Source: an optimization exercise on an open RTL-to-GDS flow (aim: small area, a short achievable clock period and few clock cycles per item). Production flows keep margins and buffers that such runs may drop.
At most, simulation tests tie the RTL to the original design; equivalence was not proved.
No functional check of the RTL was part of run 3.
Power is estimated from default activity; no workload was simulated.

<file path="flow/config.mk">
export PLATFORM = sky130hd
export DESIGN_NAME = lru_cache_table
export DESIGN_NICKNAME = lru_cache_table
export VERILOG_FILES = /design/flow/design.v
export SDC_FILE = /design/flow/constraint.sdc
export NUM_CORES = 4
export LEC_CHECK = 0
export CAP_MARGIN = 20
export CORE_MARGIN = 2
export CORE_UTILIZATION = 60
export CTS_CLUSTER_DIAMETER = 110
export CTS_CLUSTER_SIZE = 24
export SETUP_SLACK_MARGIN = 2.2
export SLEW_MARGIN = 20
</file>
<file path="flow/constraint.sdc">
create_clock -name core_clock -period 5.0 [get_ports {clk}]
set_input_delay 1.0000 -clock core_clock [delete_from_list [all_inputs] [get_ports {clk}]]
set_output_delay 1.0000 -clock core_clock [all_outputs]
set_load 0.01 [all_outputs]
</file>
<file path="flow/design.v">
package lct_pkg;
  localparam int DEPTH_DEFAULT = 16;
  localparam int CMD_W         = 2;
  localparam int KEY_W         = 16;
  localparam int VALUE_W       = 32;
  localparam logic [VALUE_W-1:0] MISS_WORD = 32'hBF80_0000;
  typedef enum logic [CMD_W-1:0] {
    CMD_LOOKUP = 2'd0,
    CMD_INSERT = 2'd1,
    CMD_CLEAR  = 2'd2
  } cmd_t;
  typedef struct packed {
    logic [KEY_W-1:0]   key;
    logic [VALUE_W-1:0] value;
  } entry_t;
  function automatic int addr_w(input int depth);
    addr_w = (depth > 1) ? $clog2(depth) : 1;
  endfunction
endpackage
module lct_ram #(
  parameter int DEPTH = lct_pkg::DEPTH_DEFAULT
) (
  input  logic                              clk,
  input  logic                              rd_en,
  input  logic [lct_pkg::addr_w(DEPTH)-1:0] rd_addr,
  output lct_pkg::entry_t                   rd_data,
  input  logic                              wr_en,
  input  logic [lct_pkg::addr_w(DEPTH)-1:0] wr_addr,
  input  lct_pkg::entry_t                   wr_data
);
  logic [lct_pkg::KEY_W+lct_pkg::VALUE_W-1:0] mem [0:DEPTH-1];
  always_ff @(posedge clk) begin
    if (wr_en) begin
      mem[wr_addr] <= wr_data;
    end
  end
  always_ff @(posedge clk) begin
    if (rd_en) begin
      rd_data <= mem[rd_addr];
    end
  end
endmodule
module lru_cache_table #(
  parameter int DEPTH = lct_pkg::DEPTH_DEFAULT
) (
  input  logic                        clk,
  input  logic                        rst,
  input  logic                        in_valid,
  output logic                        in_ready,
  input  logic [lct_pkg::CMD_W-1:0]   command,
  input  logic [lct_pkg::KEY_W-1:0]   key,
  input  logic [lct_pkg::VALUE_W-1:0] value,
  output logic                        out_valid,
  input  logic                        out_ready,
  output logic                        hit,
  output logic [lct_pkg::VALUE_W-1:0] read_data
);
  localparam int N  = DEPTH;
  localparam int IW = lct_pkg::addr_w(DEPTH);
  localparam int KW = lct_pkg::KEY_W;
  localparam int VW = lct_pkg::VALUE_W;
  logic                      req_v;
  logic [lct_pkg::CMD_W-1:0] req_cmd;
  logic [KW-1:0]             req_key;
  logic [VW-1:0]             req_val;
  logic [N-1:0]              req_m;     
  logic [KW-1:0] tk  [N];
  logic [IW-1:0] ptr [N];
  logic [N-1:0]  vld;
  logic [VW-1:0] sv  [N];
  logic res_v;
  logic res_hit;
  logic res_miss;
  logic o_free;
  logic res_free;
  logic          go;
  logic [N:0]    ahead;     
  logic          any;
  logic [IW-1:0] hptr;
  logic [IW-1:0] wslot;
  logic          is_lk, is_ins, is_clr;
  logic          do_hit, do_ins, do_clr;
  logic [N-1:0]  sel_prev, sel_next;
  logic [N-1:0]  eq;
  logic          eq_req;
  logic [N-1:0]  m_d;
  assign o_free   = !out_valid || out_ready;
  assign res_free = !res_v || o_free;
  assign go       = req_v && res_free;
  assign in_ready = !req_v || res_free;
  assign is_lk  = (req_cmd == lct_pkg::CMD_LOOKUP);
  assign is_ins = (req_cmd == lct_pkg::CMD_INSERT);
  assign is_clr = (req_cmd == lct_pkg::CMD_CLEAR);
  always_comb begin
    ahead[0] = 1'b0;
    for (int p = 0; p < N; p++) begin
      ahead[p+1] = ahead[p] || req_m[p];
    end
    any = ahead[N];
    hptr = '0;
    for (int p = 0; p < N; p++) begin
      hptr = hptr | ({IW{req_m[p] && !ahead[p]}} & ptr[p]);
    end
  end
  assign wslot  = ptr[N-1];
  assign do_hit = go && is_lk && any;
  assign do_ins = go && is_ins;
  assign do_clr = go && is_clr && any;
  always_comb begin
    for (int p = 0; p < N; p++) begin
      sel_prev[p] = do_ins || (do_hit && !ahead[p]);
      sel_next[p] = do_clr && ahead[p+1];
    end
  end
  always_comb begin
    for (int p = 0; p < N; p++) begin
      eq[p] = vld[p] && (tk[p] == key);
    end
    eq_req = (req_key == key);
    for (int p = 0; p < N; p++) begin
      if (sel_prev[p]) begin
        m_d[p] = (p == 0) ? eq_req : eq[(p + N - 1) % N];
      end else if (sel_next[p]) begin
        m_d[p] = (p == N - 1) ? 1'b0 : eq[(p + 1) % N];
      end else begin
        m_d[p] = eq[p];
      end
    end
  end
  always_ff @(posedge clk) begin
    if (sel_prev[0]) begin
      tk[0] <= req_key;
    end else if (sel_next[0]) begin
      tk[0] <= tk[1];
    end
    for (int p = 1; p < N - 1; p++) begin
      if (sel_prev[p]) begin
        tk[p] <= tk[p-1];
      end else if (sel_next[p]) begin
        tk[p] <= tk[p+1];
      end
    end
    if (sel_prev[N-1]) begin
      tk[N-1] <= tk[N-2];
    end
  end
  always_ff @(posedge clk) begin
    if (rst) begin
      for (int p = 0; p < N; p++) begin
        ptr[p] <= IW'(p);
      end
    end else begin
      if (do_ins) begin
        ptr[0] <= wslot;
      end else if (do_hit) begin
        ptr[0] <= hptr;
      end else if (sel_next[0]) begin
        ptr[0] <= ptr[1];
      end
      for (int p = 1; p < N - 1; p++) begin
        if (sel_prev[p]) begin
          ptr[p] <= ptr[p-1];
        end else if (sel_next[p]) begin
          ptr[p] <= ptr[p+1];
        end
      end
      if (sel_prev[N-1]) begin
        ptr[N-1] <= ptr[N-2];
      end else if (do_clr) begin
        ptr[N-1] <= hptr;
      end
    end
  end
  always_ff @(posedge clk) begin
    for (int s = 0; s < N; s++) begin
      if (do_ins && (wslot == IW'(s))) begin
        sv[s] <= req_val;
      end
    end
  end
  always_ff @(posedge clk) begin
    if (in_ready) begin
      req_cmd <= command;
      req_key <= key;
      req_val <= value;
      req_m   <= m_d;
    end
  end
  always_ff @(posedge clk) begin
    if (rst) begin
      req_v     <= 1'b0;
      res_v     <= 1'b0;
      vld       <= '0;
      out_valid <= 1'b0;
    end else begin
      if (in_ready) begin
        req_v <= in_valid;
      end
      if (do_ins) begin
        vld <= {vld[N-2:0], 1'b1};
      end else if (do_clr) begin
        vld <= {1'b0, vld[N-1:1]};
      end
      if (go) begin
        res_v <= 1'b1;
      end else if (o_free) begin
        res_v <= 1'b0;
      end
      if (o_free) begin
        out_valid <= res_v;
      end
    end
  end
  always_ff @(posedge clk) begin
    if (go) begin
      res_hit  <= is_lk && any;
      res_miss <= is_lk && !any;
    end
    if (o_free) begin
      hit       <= res_hit;
      read_data <= res_hit ? sv[ptr[0]] : (res_miss ? lct_pkg::MISS_WORD : '0);
    end
  end
endmodule
</file>
<file path="flow/run.sh">
#!/bin/bash
# synth_recipe.tcl (not shown) runs the flow's synth.tcl, then flattens the netlist and writes it again
# the make line also repeats each setting of config.mk as NAME=value (left out here)
make -C /OpenROAD-flow-scripts/flow DESIGN_CONFIG=/design/flow/config.mk WORK_HOME=/design/flow/orfs CLKGATE_MAP_FILE= SYNTH_SCRIPT=/design/flow/synth_recipe.tcl finish
</file>
==> results of run 1 <==
[logic make-up (layout without fill, tap and decap cells)]
group           count (synthesis)  count (layout)
compound gates                496             497
xor+xnor                      272             272
buf+inv                       202             345
flops                         952             952
mux                           218             218
simple gates                  843             844
[cell usage after synthesis, drive strengths merged, types with 74 or more instances]
| cell type | n |
|---|---|
| edfxtp | 869 |
| nand2 | 472 |
| xnor2 | 197 |
| mux2 | 168 |
| nor2 | 139 |
| a22oi | 108 |
| clkbuf | 103 |
| dfxtp | 83 |
| buf | 82 |
| xor2 | 75 |
| o21ai | 74 |
[critical path, delay by kind of cell]
family / cells / cell delay [ns]
AND/OR/NAND/NOR: 2 / 0.68
multiplexers: 2 / 0.39
XOR/XNOR: 1 / 0.18
buffers and inverters: 2 / 1.00
[registers in the layout (all words and copies together) (netlist names)]
name and flops:
hit 1, out_valid 1, ptr 64, read_data 32, req_cmd 2, req_key 16, req_m 16, req_v 1
req_val 32, res_hit 1, res_miss 1, res_v 1, sv 512, tk 256, vld 16
[power by group through the flow]
| stage | combinational (mW) | clock (mW) | sequential [mW] |
|---|---|---|---|
| global route | 0.806 | 4.54 | 8.94 |
| floorplan | 0.457 | 0 | 9.04 |
| global placement | 0.709 | 0 | 9.10 |
| detailed placement | 0.724 | 0 | 9.10 |
| CTS | 0.740 | 4.29 | 8.92 |
| finish | 0.757 | 4.25 | 8.92 |
[through the flow]
stage	worst slack, ns	cell area, µm²	hold WS [ns]	util [%]	power [mW]
final	2.24	45500	0.498	67.5	13.9
after global routing	2.17	45500	0.527	67.5	14.3
after CTS	2.04	45200	0.501	67.0	13.9
after detailed placement	0.553	43300	0.488	64.3	9.83
after global placement	0.582	43300	0.482	64.3	9.81
after floorplan	1.73	41300	0.455	-	9.50
[per-layer routing]
layer / wire length, µm / GRT usage, % / vias to the layer above
li1: - / - / 11500
met1: 46200 / 44.4 / 13500
met2: 57900 / 56.1 / 1165
met3: 8930 / 4.06 / 200
met4: 3450 / 9.51 / 2
met5: 13 / 0 / -
[layout make-up]
| cell class | instances | area (µm²) | area share [%] |
|---|---|---|---|
| Clock buffer | 80 | 1260 | 2.76 |
| Sequential cell | 952 | 27800 | 61.0 |
| Multi-Input combinational cell | 1831 | 13000 | 28.7 |
| Inverter | 17 | 63.8 | 0.140 |
| Clock inverter | 4 | 77.6 | 0.170 |
| Tap cell | 873 | 1090 | 2.40 |
| Timing Repair Buffer | 244 | 2200 | 4.83 |
[final timing paths]
path / from / endpoint / slack (ns) / cells after the start
setup / recovery: key[2] / req_m[11]$_DFFE_PP_ / 2.24 / 7
hold / removal: vld[15]$_SDFFE_PP0P_ / vld[15]$_SDFFE_PP0P_ / 0.50 / 2
setup reg to reg: ptr[0][1]$_SDFFE_PP0P_ / read_data[21]$_SDFFCE_PN0P_ / 2.25 / 7
hold reg to reg: vld[15]$_SDFFE_PP0P_ / vld[15]$_SDFFE_PP0P_ / 0.50 / 2
[what timing repair did]
| item | 4_1_cts | 5_1_grt |
|---|---|---|
| pin swaps | 6 | 5 |
| setup endpoints to repair | 1109 | 693 |
| hold buffers | 0 | 0 |
| cloned | 2 | 0 |
| resized for setup | 108 | 30 |
| buffers inserted | 20 | 28 |
==> reports/qor.txt, run 1 <==
Synth Area in Adders: 0%
Drc violations: 0
Max_slew headroom: 41.6%
Routed Antenna Nets: 0
Clk_skew: 0.0335 ns
Seq/Total Area, Yosys: 67.7%
Post-synthesis async set-or-reset flop share: 0%
Synth Area in Compound Gates: 9.19%
Clk sink count: 952
Initial antenna violation count: 1
Slew @ Worst Pin: 0.877 ns
Layout cells sized above 1: 14.1%
Syn Inst Count: 2983
Largest family of logic cells by synthesized area: simple AND/OR/NAND/NOR gates
# rows: 95
Fin nets: 3145
Final Critical Period: 2.76 ns
Clock Latency Late Sink: 0.66 ns
Die X: 265 µm
Tcrit/Tclk final: 55.2%
Switch Pwr: 3.10 mW
Crit path launch type: primary input
Worst EP required: 5.51 ns
Fillcell total: 4828
Post-synthesis simple-gate area fraction: 9.32%
CTS buffer count: 45
RSZ-0062 raised after global routing: yes
Top cell type's share of synthesized area: 63.6%
Biggest cell delay along the critical path: 0.66 ns
H-Tree Depth: 2
P_int: 10.8 mW
Syn Nets: 3037
Initial Utilization: 60.9%
Most common flop cell mapped by yosys: edfxtp_1
Crit Path Category: in2reg
CTS tree: yes
Critical path cell sequence: dlygate4sd2_1 -> buf_4 -> xnor2_1 -> nand4_1 -> nor4_2 -> mux2_2 -> mux2_1
Syn_area_per_cell: 13.7 µm²
Commonest non-fill, non-tap cell in the layout: edfxtp_1
Crit path DAT: 3.27 ns
Synth warn: 4
First-pass GRT wire length: 171000 µm
CP endpoint kind: flop
Mux share of post-synthesis cell area: 5.83%
LEAKAGE: 15.2 nW
Clock transition at the registers of the reported paths: 0.10 ns
Clock Path Buffers: 3
TNS Setup: 0 ns
CORE AREA: 0.0674 mm²
Clock power share: 30.5%
CP max FO: 9
Synth-to-Final Area Change: 10.9%
Vias/cell: 6.59
Clk root buf: clkbuf_16
Drt pass-1 iters: 6
Via count: 26400
Max-Cap Viols: 0
Cell Count, Final, Fillers Out: 4001
VDD IR max: 0.279 mV
Comb pwr share: 5.4%
Routed wire per std cell: 29.1 µm
Switching Fraction: 22.3%
# diodes: 0
EDFF count, synth: 869
Synth Register Bits: 952
Fmax: 0.362 GHz
Cell variety after synth: 83
Final HPWL DP: 74500 µm
Min-Delay Path Class: reg2reg
Top cells by area, synth: edfxtp_1 (64%), nand2_1 (4.3%), xnor2_1 (4.2%), dfxtp_1 (4.1%), mux2_2 (2.8%)
Pin count of the biggest net entering global routing: 46
Vias in the first global route: 26100
Power per standard cell area: 306 mW/mm²
Die Height: 265 µm
Synth area leader: edfxtp_1
I/O pin count: 89
XOR/XNOR Fraction of Synth Area: 5.81%
DP Cell Count: 3867
Most frequent cells in the layout: edfxtp_1 (869), nand2_1 (457), xnor2_1 (197), buf_4 (127), nor2_1 (120)
Final Max Slew Viols: 0
Die footprint: 0.0705 mm²
GPL Wtd Cong: 0.892
GRT Total Usage: 32.8%
Post-Syn Area: 0.0410 mm²
Routed WL: 116000 µm
PortBufs: 88
Slowest stage cell on the critical path: dlygate4sd2_1
Initial DRC count: 3401
Flop pwr share: 64.0%
Hold Fails Final Rpt: 0
Endpoints failing setup: 0
Status: finished clean
Global route total overflow: 0
Testbench counts, summed over its fixed seeds: cycles 16,024, requests 16,000.
==> inputs of run 2 (changes only) <==
--- a/flow/config.mk
+++ b/flow/config.mk
@@ -10,5 +10,3 @@
 export CORE_UTILIZATION = 60
-export CTS_CLUSTER_DIAMETER = 110
-export CTS_CLUSTER_SIZE = 24
-export SETUP_SLACK_MARGIN = 2.2
+export SETUP_SLACK_MARGIN = 2.5
 export SLEW_MARGIN = 20
==> run 2 against run 1 <==
Net effect: still clean on timing, DRC and antenna; non-clock buffer count increased by 146; die area unchanged; setup slack better by 0.10 ns; largest power group unchanged; highest routed layer unchanged.
==> reports/qor.txt, run 2 <==
Max_slew headroom: 40.6% (was 41.6%)
Synth Register Bits: 952 (unchanged)
Fin nets: 3363 (was 3145)
Hold endpoint: ptr[7][3]$_SDFFE_PP0P_ (was vld[15]$_SDFFE_PP0P_)
Final Max Slew Viols: 0 (unchanged)
CTS buffer count: 97 (was 45)
Vias/cell: 6.72 (was 6.59)
Commonest non-fill, non-tap cell in the layout: edfxtp_1 (unchanged)
Routed Antenna Nets: 0 (unchanged)
Global route total overflow: 0 (unchanged)
Clk sink count: 952 (unchanged)
CP Buf/Inv Count: 2 (unchanged)
Final HPWL DP: 74900 µm (was 74500 µm)
Die Height: 265 µm (unchanged)
Die footprint: 0.0705 mm² (unchanged)
Power per standard cell area: 343 mW/mm² (was 306 mW/mm²)
Hold Fails Final Rpt: 0 (unchanged)
Syn Inst Count: 2983 (unchanged)
CP max FO: 2 (was 9)
Hold wc startpoint: ptr[8][3]$_SDFFE_PP1P_ (was vld[15]$_SDFFE_PP0P_)
Clock transition at the registers of the reported paths: 0.06 ns (was 0.10 ns)
Hold Path Depth: 2 (unchanged)
GRT Total Usage: 35.9% (was 32.8%)
Synth-to-Final Area Change: 23.3% (was 10.9%)
R2r worst-path depth: 8 (was 7)
Placed inst area: 0.0438 mm² (was 0.0433 mm²)
Cell variety after synth: 83 (unchanged)
Reg-to-reg critical path endpoint: req_m[12]$_DFFE_PP_ (was read_data[21]$_SDFFCE_PN0P_)
Worst r2r src: req_m[0]$_DFFE_PP_ (was ptr[0][1]$_SDFFE_PP0P_)
Pin count of the biggest net entering global routing: 48 (was 46)
Post-synthesis async set-or-reset flop share: 0% (unchanged)
TNS Setup: 0 ns (unchanged)
Top cell type's share of synthesized area: 63.6% (unchanged)
I/O pin count: 89 (unchanged)
PortBufs: 88 (unchanged)
CP endpoint kind: output port (was flop)
Initial antenna violation count: 2 (was 1)
Syn_area_per_cell: 13.7 µm² (unchanged)
Syn Nets: 3037 (unchanged)
Drc violations: 0 (unchanged)
Regs by FF count: sv x512, tk x256, ptr x64 (unchanged)
Post-Syn Area: 0.0410 mm² (unchanged)
H-Tree Depth: 3 (was 2)
Synth area leader: edfxtp_1 (unchanged)
CORE AREA: 0.0674 mm² (unchanged)
Max FFs per register: 512 (unchanged)
Clk root buf: clkbuf_16 (unchanged)
Setup ws final: 2.34 ns (was 2.24 ns)
Crit path launch type: primary input (unchanged)
Endpoints failing setup: 0 (unchanged)
Crit Path Category: in2out (was in2reg)
Layout cells sized above 1: 24.1% (was 14.1%)
VDD IR max: 0.260 mV (was 0.279 mV)
Clock Path Buffers: 3 (unchanged)
Min-Delay Path Class: reg2reg (unchanged)
EDFF count, synth: 869 (unchanged)
Clk_skew: 0.0315 ns (was 0.0335 ns)
First-pass GRT wire length: 186000 µm (was 171000 µm)
Critical path cell sequence: buf_8 -> nand2b_4 -> nor2_4 -> nand2_8 -> buf_6 (was dlygate4sd2_1 -> buf_4 -> xnor2_1 -> nand4_1 -> nor4_2 -> mux2_2 -> mux2_1)
Top-count cell post-synth: edfxtp_1 (unchanged)
Sequential Area: 0.0278 mm² (about the same)
Routed wire per std cell: 30.6 µm (was 29.1 µm)
Die X: 265 µm (unchanged)
Slew @ Worst Pin: 0.891 ns (was 0.877 ns)
LEAKAGE: 18.1 nW (was 15.2 nW)
Final Critical Period: 2.66 ns (was 2.76 ns)
GPL Wtd Cong: 0.887 (was 0.892)
Clock Latency Late Sink: 0.68 ns (was 0.66 ns)
Multi-input logic area: 0.0144 mm² (was 0.0130 mm²)
# rows: 95 (unchanged)
# diodes: 0 (unchanged)
Commonest cells post-synth: edfxtp_1 (869), nand2_1 (470), xnor2_1 (197) (unchanged)
Routed WL: 131000 µm (was 116000 µm)
R2R Setup Slk: 2.35 ns (was 2.25 ns)
CTS tree: yes (unchanged)
Seq/Total Area, Yosys: 67.7% (unchanged)
CTS Hold Bufs: 0 (unchanged)
Crit path DAT: 1.66 ns (was 3.27 ns)
Biggest register: sv (unchanged)
Most common flop cell mapped by yosys: edfxtp_1 (unchanged)
Top cells by area, synth: edfxtp_1 (64%), nand2_1 (4.3%), xnor2_1 (4.2%), dfxtp_1 (4.1%), mux2_2 (2.8%) (unchanged)
Initial Utilization: 60.9% (unchanged)
Pre-CTS WS: 0.701 ns (was 0.553 ns)
Drt pass-1 iters: 8 (was 6)
Finished Cell Area: 0.0506 mm² (was 0.0455 mm²)
Worst EP required: 4.00 ns (was 5.51 ns)
Tcrit/Tclk final: 53.2% (was 55.2%)
Cell family with most CP delay: simple AND/OR/NAND/NOR gates (was buffers and inverters)
RSZ-0062 raised after global routing: yes (unchanged)
Max-Cap Viols: 0 (unchanged)
Synth warn: 4 (unchanged)
Most frequent cells in the layout: edfxtp_1 (869), nand2_1 (451), xnor2_1 (197), buf_4 (194), mux2_4 (116) (was edfxtp_1 (869), nand2_1 (457), xnor2_1 (197), buf_4 (127), nor2_1 (120))
Min Hold Slack: 0.483 ns (was 0.498 ns)
Fillcell total: 4183 (was 4828)
Slowest stage cell on the critical path: nand2b_4 (was dlygate4sd2_1)
Vias in the first global route: 27700 (was 26100)
Biggest cell delay along the critical path: 0.15 ns (was 0.66 ns)
Status: finished clean (unchanged)
Via count: 28600 (was 26400)
Initial DRC count: 4078 (was 3401)
Fmax: 0.376 GHz (was 0.362 GHz)
==> run 2: per-layer routing <==
layer | GRT usage [%] | wire length (µm)
met4 | 14.7 | 5800
met2 | 58.8 | 62500
met1 | 48.5 | 49200
met3 | 5.67 | 12900
met5 | 0 | 11
==> run 2: tightest hold or removal path, cell delays in order, from the launching register on <==
cell	delay, ns
dfxtp_1	0.31
nand2_1	0.05
a311oi_1	0.07
==> run 2: per-stage QoR <==
step	instances	util, %	total power [mW]
after CTS	4186	73.1	17.3
after global placement	3861	65.0	9.83
final	4261	75.1	17.4
after global routing	4261	75.1	17.7
after floorplan	2983	-	9.53
after detailed placement	3862	65.0	9.85
==> run 2: where the power goes <==
| group | total (mW) | switching [mW] | internal [mW] |
|---|---|---|---|
| Combinational | 0.904 | 0.515 | 0.390 |
| Sequential | 8.94 | 0.159 | 8.78 |
| Clock | 7.51 | 3.16 | 4.34 |
==> run 2: cells by family after synthesis <==
kind of cell    share of synthesized area, %
simple gates                            9.32
buf+inv                                 2.18
mux                                     5.83
compound gates                          9.19
xor+xnor                                5.81
flops                                   67.7
==> run 2: area by class of cell <==
type | instances | share of cell area (%)
Multi-Input combinational cell | 1851 | 28.4
Clock inverter | 61 | 1.41
Sequential cell | 952 | 54.9
Tap cell | 873 | 2.16
Timing Repair Buffer | 390 | 7.93
Clock buffer | 117 | 5.07
Inverter | 17 | 0.136
==> run 2: how the worst max path moves through the flow <==
stage	startpoint	end	slack (ns)	depth (start not counted)
finish	out_ready	in_ready	2.34	5
global route	out_ready	in_ready	2.32	5
CTS	out_ready	in_ready	2.32	5
detailed placement	out_ready	tk[10][3]$_DFFE_PP_	0.70	7
global placement	out_ready	tk[10][9]$_DFFE_PP_	0.85	7
floorplan	out_ready	sv[1][0]$_DFFE_PP_	1.73	6
==> run 2: timing repair <==
item,in CTS,in global routing
setup buffers,127,60
cloned,19,15
resized for setup,256,144
pin swaps,34,44
setup endpoints to repair,1166,716
==> inputs of run 3 (changes only) <==
--- a/flow/design.v
+++ b/flow/design.v
@@ -19,23 +19,34 @@
 endpackage
-module lct_ram #(
-  parameter int DEPTH = lct_pkg::DEPTH_DEFAULT
+module lct_scan #(
+  parameter int N = lct_pkg::DEPTH_DEFAULT
 ) (
-  input  logic                              clk,
-  input  logic                              rd_en,
-  input  logic [lct_pkg::addr_w(DEPTH)-1:0] rd_addr,
-  output lct_pkg::entry_t                   rd_data,
-  input  logic                              wr_en,
-  input  logic [lct_pkg::addr_w(DEPTH)-1:0] wr_addr,
-  input  lct_pkg::entry_t                   wr_data
+  input  logic [N-1:0] m,
+  output logic [N+1:0] e1,
+  output logic [N+1:0] e2
 );
-  logic [lct_pkg::KEY_W+lct_pkg::VALUE_W-1:0] mem [0:DEPTH-1];
-  always_ff @(posedge clk) begin
-    if (wr_en) begin
-      mem[wr_addr] <= wr_data;
-    end
-  end
-  always_ff @(posedge clk) begin
-    if (rd_en) begin
-      rd_data <= mem[rd_addr];
-    end
+  localparam int L = $clog2(N);
+  logic [N-1:0] o [L+1];
+  logic [N-1:0] t [L+1];
+  always_comb begin
+    o[0] = m;
+    t[0] = '0;
+    for (int k = 0; k < L; k++) begin
+      for (int i = 0; i < N; i++) begin
+        if (i >= (1 << k)) begin
+          o[k+1][i] = o[k][i] || o[k][i-(1<<k)];
+          t[k+1][i] = t[k][i] || t[k][i-(1<<k)] || (o[k][i] && o[k][i-(1<<k)]);
+        end else begin
+          o[k+1][i] = o[k][i];
+          t[k+1][i] = t[k][i];
+        end
+      end
+    end
+    e1[0] = 1'b0;
+    e2[0] = 1'b0;
+    for (int p = 1; p <= N; p++) begin
+      e1[p] = o[L][p-1];
+      e2[p] = t[L][p-1];
+    end
+    e1[N+1] = o[L][N-1];
+    e2[N+1] = t[L][N-1];
   end
@@ -65,3 +76,3 @@
   logic [VW-1:0]             req_val;
-  logic [N-1:0]              req_m;     
+  logic [N:1]                req_a;     
   logic [KW-1:0] tk  [N];
@@ -70,9 +81,11 @@
   logic [VW-1:0] sv  [N];
-  logic res_v;
-  logic res_hit;
-  logic res_miss;
-  logic o_free;
-  logic res_free;
+  logic [1:0]    rq_n;
+  logic          rq_hit  [2];
+  logic          rq_miss [2];
+  logic [IW-1:0] rq_slot [2];
+  logic          o_free;
+  logic          rq_pop;
+  logic          r_hit, r_miss;
   logic          go;
-  logic [N:0]    ahead;     
+  logic [N:0]    ahead;
   logic          any;
@@ -85,7 +98,12 @@
   logic          eq_req;
-  logic [N-1:0]  m_d;
+  logic [N+1:0]  e1;        
+  logic [N+1:0]  e2;        
+  logic [N:1]    a_d;
+  logic          front;
+  assign go       = req_v && !rq_n[1];
+  assign in_ready = !req_v || !rq_n[1];
   assign o_free   = !out_valid || out_ready;
-  assign res_free = !res_v || o_free;
-  assign go       = req_v && res_free;
-  assign in_ready = !req_v || res_free;
+  assign rq_pop   = o_free && (rq_n != 2'd0);
+  assign r_hit    = is_lk && any;
+  assign r_miss   = is_lk && !any;
   assign is_lk  = (req_cmd == lct_pkg::CMD_LOOKUP);
@@ -94,6 +112,3 @@
   always_comb begin
-    ahead[0] = 1'b0;
-    for (int p = 0; p < N; p++) begin
-      ahead[p+1] = ahead[p] || req_m[p];
-    end
+    ahead = {req_a, 1'b0};
     any = ahead[N];
@@ -101,3 +116,3 @@
     for (int p = 0; p < N; p++) begin
-      hptr = hptr | ({IW{req_m[p] && !ahead[p]}} & ptr[p]);
+      hptr = hptr | ({IW{ahead[p+1] && !ahead[p]}} & ptr[p]);
     end
@@ -114,2 +129,8 @@
   end
+  lct_scan #(.N(N)) u_scan (
+    .m (eq),
+    .e1(e1),
+    .e2(e2)
+  );
+  assign front = do_ins || do_hit;
   always_comb begin
@@ -119,9 +140,9 @@
     eq_req = (req_key == key);
-    for (int p = 0; p < N; p++) begin
-      if (sel_prev[p]) begin
-        m_d[p] = (p == 0) ? eq_req : eq[(p + N - 1) % N];
-      end else if (sel_next[p]) begin
-        m_d[p] = (p == N - 1) ? 1'b0 : eq[(p + 1) % N];
+    for (int p = 1; p <= N; p++) begin
+      if (do_ins || (do_hit && !ahead[p])) begin
+        a_d[p] = eq_req || e1[p-1];
+      end else if (do_clr && ahead[p]) begin
+        a_d[p] = eq_req ? e2[p+1] : e1[p+1];
       end else begin
-        m_d[p] = eq[p];
+        a_d[p] = (front && eq_req) || e1[p];
       end
@@ -185,3 +206,3 @@
       req_val <= value;
-      req_m   <= m_d;
+      req_a   <= a_d;
     end
@@ -191,3 +212,3 @@
       req_v     <= 1'b0;
-      res_v     <= 1'b0;
+      rq_n      <= 2'd0;
       vld       <= '0;
@@ -203,20 +224,29 @@
       end
-      if (go) begin
-        res_v <= 1'b1;
-      end else if (o_free) begin
-        res_v <= 1'b0;
-      end
       if (o_free) begin
-        out_valid <= res_v;
-      end
-    end
-  end
-  always_ff @(posedge clk) begin
+        out_valid <= (rq_n != 2'd0);
+      end
+      rq_n <= rq_n + {1'b0, go} - {1'b0, rq_pop};
+    end
+  end
+  always_ff @(posedge clk) begin
+    if (rq_pop) begin
+      rq_hit[0]  <= rq_hit[1];
+      rq_miss[0] <= rq_miss[1];
+      rq_slot[0] <= rq_slot[1];
+    end
+    if (go && (rq_n == (rq_pop ? 2'd1 : 2'd0))) begin
+      rq_hit[0]  <= r_hit;
+      rq_miss[0] <= r_miss;
+      rq_slot[0] <= hptr;
+    end
     if (go) begin
-      res_hit  <= is_lk && any;
-      res_miss <= is_lk && !any;
-    end
+      rq_hit[1]  <= r_hit;
+      rq_miss[1] <= r_miss;
+      rq_slot[1] <= hptr;
+    end
+  end
+  always_ff @(posedge clk) begin
     if (o_free) begin
-      hit       <= res_hit;
-      read_data <= res_hit ? sv[ptr[0]] : (res_miss ? lct_pkg::MISS_WORD : '0);
+      hit       <= rq_hit[0];
+      read_data <= rq_hit[0] ? sv[rq_slot[0]] : (rq_miss[0] ? lct_pkg::MISS_WORD : '0);
     end
==> run 3 against run 2 <==
Net effect: largest power group unchanged; power up 19%; core utilization is 0.26 points lower; maximum frequency shrank 13%; sequential share of layout area shrank 1.3 points; flip-flop and latch count up 11; global-route usage grew 0.94 points; highest routed layer unchanged; die area rose by 3.4%; still clean on timing, DRC and antenna; hold slack better by 0.015 ns; non-clock buffer count grew 26; setup slack got worse by 0.40 ns; register-to-register slack worse by 0.31 ns.
==> reports/qor.txt, run 3 <==
Die footprint: 0.0728 mm² (was 0.0705 mm²)
Synth Area in Adders: 0.254% (was 0%)
GRT Total Usage: 36.9% (was 35.9%)
Vias in the first global route: 31100 (was 27700)
Max FFs per register: 512 (unchanged)
Global route total overflow: 0 (unchanged)
Seq/Total Area, Yosys: 66.2% (was 67.7%)
Synth warn: 10 (was 4)
Crit path DAT: 3.47 ns (was 1.66 ns)
Most common cell on crit path: buf_12
Max-Cap Viols: 0 (unchanged)
Tcrit/Tclk final: 61.3% (was 53.2%)
Total power after layout: 20.6 mW (was 17.4 mW)
TNS Setup: 0 ns (unchanged)
Setup ws final: 1.94 ns (was 2.34 ns)
Cell variety after synth: 96 (was 83)
CORE AREA: 0.0700 mm² (was 0.0674 mm²)
Via count: 31300 (was 28600)
Status: finished clean (unchanged)
Drt pass-1 iters: 7 (was 8)
Initial antenna violation count: 1 (was 2)
Min-Delay Path Class: reg2reg (unchanged)
Multi-input logic area: 0.0155 mm² (was 0.0144 mm²)
Fin nets: 3738 (was 3363)
I/O pin count: 89 (unchanged)
Clock Latency Late Sink: 0.68 ns (about the same)
CTS Hold Bufs: 0 (unchanged)
CTS buffer count: 97 (unchanged)
Synth Register Bits: 963 (was 952)
Critical path cell sequence: buf_12 -> buf_12 -> buf_12 -> buf_12 -> xnor2_2 -> and4_1 -> nand4_1 -> nor4b_1 -> buf_4 -> or2_4 -> a311o_2 -> nor2b_2 -> nor3_2 -> a221o_1 (was buf_8 -> nand2b_4 -> nor2_4 -> nand2_8 -> buf_6)
LEAKAGE: 18.8 nW (was 18.1 nW)
H-Tree Depth: 3 (unchanged)
Power per standard cell area: 394 mW/mm² (was 343 mW/mm²)
CTS tree: yes (unchanged)
Initial Utilization: 60.6% (was 60.9%)
Commonest cells post-synth: edfxtp_1 (879), nand2_1 (746), a22oi_1 (191) (was edfxtp_1 (869), nand2_1 (470), xnor2_1 (197))
Synth-to-Final Area Change: 23.5% (was 23.3%)
# diodes: 0 (unchanged)
Clock transition at the registers of the reported paths: 0.06 ns (about the same)
Sequential Area: 0.0281 mm² (was 0.0278 mm²)
Routed wire per std cell: 29.0 µm (was 30.6 µm)
Crit Path Category: in2reg (was in2out)
Pre-CTS WS: 0.117 ns (was 0.701 ns)
Worst EP required: 5.40 ns (was 4.00 ns)
Regs by FF count: sv x512, tk x256, ptr x64 (unchanged)
GPL Wtd Cong: 0.970 (was 0.887)
CP max FO: 6 (was 2)
Endpoints failing setup: 0 (unchanged)
Biggest register: sv (unchanged)
Fmax: 0.326 GHz (was 0.376 GHz)
Mux share of post-synthesis cell area: 1.43% (was 5.83%)
Biggest cell delay along the critical path: 0.43 ns (was 0.15 ns)
R2R Setup Slk: 2.04 ns (was 2.35 ns)
Routed Antenna Nets: 0 (unchanged)
# rows: 97 (was 95)
Slowest stage cell on the critical path: a311o_2 (was nand2b_4)
Syn Inst Count: 3340 (was 2983)
Layout cells sized above 1: 24.2% (was 24.1%)
Max_slew headroom: 25.4% (was 40.6%)
Vias/cell: 6.66 (was 6.72)
Finished Core Util: 74.8% (was 75.1%)
Pin count of the biggest net entering global routing: 60 (was 48)
Final HPWL DP: 79600 µm (was 74900 µm)
XOR/XNOR Fraction of Synth Area: 5.72% (was 5.81%)
Clk sink count: 963 (was 952)
Top-count cell post-synth: edfxtp_1 (unchanged)
Clock Path Buffers: 3 (unchanged)
Die X: 270 µm (was 265 µm)
Post-Syn Area: 0.0424 mm² (was 0.0410 mm²)
Synth Area in Compound Gates: 9.66% (was 9.19%)
VDD IR max: 0.349 mV (was 0.260 mV)
Most frequent cells in the layout: edfxtp_1 (879), nand2_1 (728), buf_4 (243), a22oi_1 (191), nor2_1 (109) (was edfxtp_1 (869), nand2_1 (451), xnor2_1 (197), buf_4 (194), mux2_4 (116))
RSZ-0062 raised after global routing: yes (unchanged)
Die Height: 270 µm (was 265 µm)
Largest family of logic cells by synthesized area: simple AND/OR/NAND/NOR gates (unchanged)
Top cells by area, synth: edfxtp_1 (62%), nand2_1 (6.6%), dfxtp_1 (4.0%), xor2_1 (3.4%), a22oi_1 (3.4%) (was edfxtp_1 (64%), nand2_1 (4.3%), xnor2_1 (4.2%), dfxtp_1 (4.1%), mux2_2 (2.8%))
Fillcell total: 4462 (was 4183)
Routed WL: 136000 µm (was 131000 µm)
Clk root buf: clkbuf_16 (unchanged)
Crit path launch type: primary input (unchanged)
Post-synthesis simple-gate area fraction: 14.4% (was 9.32%)
Post-synthesis async set-or-reset flop share: 0% (unchanged)
Top cell type's share of synthesized area: 62.2% (was 63.6%)
Syn_area_per_cell: 12.7 µm² (was 13.7 µm²)
Initial DRC count: 3886 (was 4078)
Clk_skew: 0.0317 ns (was 0.0315 ns)
CP endpoint kind: flop (was output port)
Final Max Slew Viols: 0 (unchanged)
Synth area leader: edfxtp_1 (unchanged)
Commonest non-fill, non-tap cell in the layout: edfxtp_1 (unchanged)
First-pass GRT wire length: 200000 µm (was 186000 µm)
Most common flop cell mapped by yosys: edfxtp_1 (unchanged)
Slew @ Worst Pin: 1.12 ns (was 0.891 ns)
PortBufs: 88 (unchanged)
Hold Fails Final Rpt: 0 (unchanged)
Final Critical Period: 3.06 ns (was 2.66 ns)
EDFF count, synth: 879 (was 869)
Drc violations: 0 (unchanged)
Syn Nets: 3396 (was 3037)
[run 3: cell count changes in the layout (fill, tap and decap cells not counted), sizes merged, moves of 83 or more]
cell   previous run  this run
xor2             75       168
nand2           478       752
a22oi           108       191
xnor2           197       106
mux2            168        52
[run 3: through the flow]
| step | cell area, µm² | hold WS (ns) | instances |
|---|---|---|---|
| 3_3_place_gp | 44900 | 0.469 | 4294 |
| 5_1_grt | 52400 | 0.512 | 4705 |
| 2_1_floorplan | 42800 | 0.424 | 3340 |
| 4_1_cts | 51800 | 0.494 | 4679 |
| 3_5_place_dp | 44900 | 0.484 | 4294 |
| 6_report | 52400 | 0.498 | 4705 |
[run 3: worst paths after layout]
| kind | from | endpoint | cells past startpoint |
|---|---|---|---|
| max | key[4] | req_a[16]$_DFFE_PP_ | 14 |
| min | ptr[11][1]$_SDFFE_PP1P_ | ptr[11][1]$_SDFFE_PP1P_ | 2 |
| max reg2reg | tk[8][4]$_DFFE_PP_ | req_a[16]$_DFFE_PP_ | 12 |
| min reg2reg | ptr[11][1]$_SDFFE_PP1P_ | ptr[11][1]$_SDFFE_PP1P_ | 2 |
[run 3: cell families after synthesis]
logic type	count (synthesis)
and+or+nand+nor	1284
buffers and inverters	200
adders and majority gates	10
AOI/OAI and AO/OA	555
xor gates and xnor gates	274
DFF	963
muxes	54
[run 3: cell type report]
type,count,share of cell area [%]
Sequential cell,963,53.6
Clock inverter,37,0.750
Clock buffer,145,5.39
Timing Repair Buffer,416,8.14
Multi-Input combinational cell,2183,29.6
Inverter,21,0.217
Tap cell,940,2.25
[run 3: what timing repair did]
item / in CTS / in global routing
buffers inserted: 186 / 26
gates cloned: 17 / 0
gates resized for setup: 471 / 69
setup endpoints to repair: 979 / 448
pin swaps: 124 / 32
[run 3: critical path: cells and delay by family]
family | cells | cell delay, ns
xor gates and xnor gates | 1 | 0.14
buffers and inverters | 5 | 0.70
and+or+nand+nor | 6 | 0.86
AOI/OAI and AO/OA | 2 | 0.74
[run 3: metal layers]
metal  global-route usage, %  vias up  wire (µm)  share of wire (%)
met4                    18.3        2       7320                5.4
li1                        -    13200          -                  -
met1                    46.9    15700      49700                 36
met3                    5.73      448      12400                9.1
met2                    62.1     2003      67000                 49
met5                       0        -         13             0.0095
[run 3: power by group]
group	internal [mW]	leakage, nW	switching [mW]
logic	1.39	8.38	2.25
registers	9.33	8.81	0.399
clock network	4.10	1.56	3.17
total	14.8	18.8	5.81

-- static timing again, ports no longer ideal --
How much do the figures lean on ideal ports? The routed layouts below were timed once more, with nothing changed but the port constraints. Step 1: set_driving_cell puts a clkbuf_16 on clk and a buf_2 on each other input, an assumption about the parent block. Step 2 times the ports against the registers' clock, not the clock port: input delays grow and output delays shrink by t, the midpoint of the rising clock arrivals with the driver on. Slacks: no drivers / after step 1 / after step 2; pairs: no drivers / after step 1.
run | t (ns) | slack for setup (ns) | worst setup path after step 2
run 1 | 0.708 | 2.238 / 2.248 / 1.578 | input to register
run 2 | 0.739 | 2.340 / 2.284 / 1.752 | input to register
run 3 | 0.733 | 1.936 / 1.959 / 1.226 | input to register
After both steps every run listed still meets setup and hold. The setup slack of run 3, which loses most, moves by +0.023 ns with the drivers and by -0.710 ns with both steps.
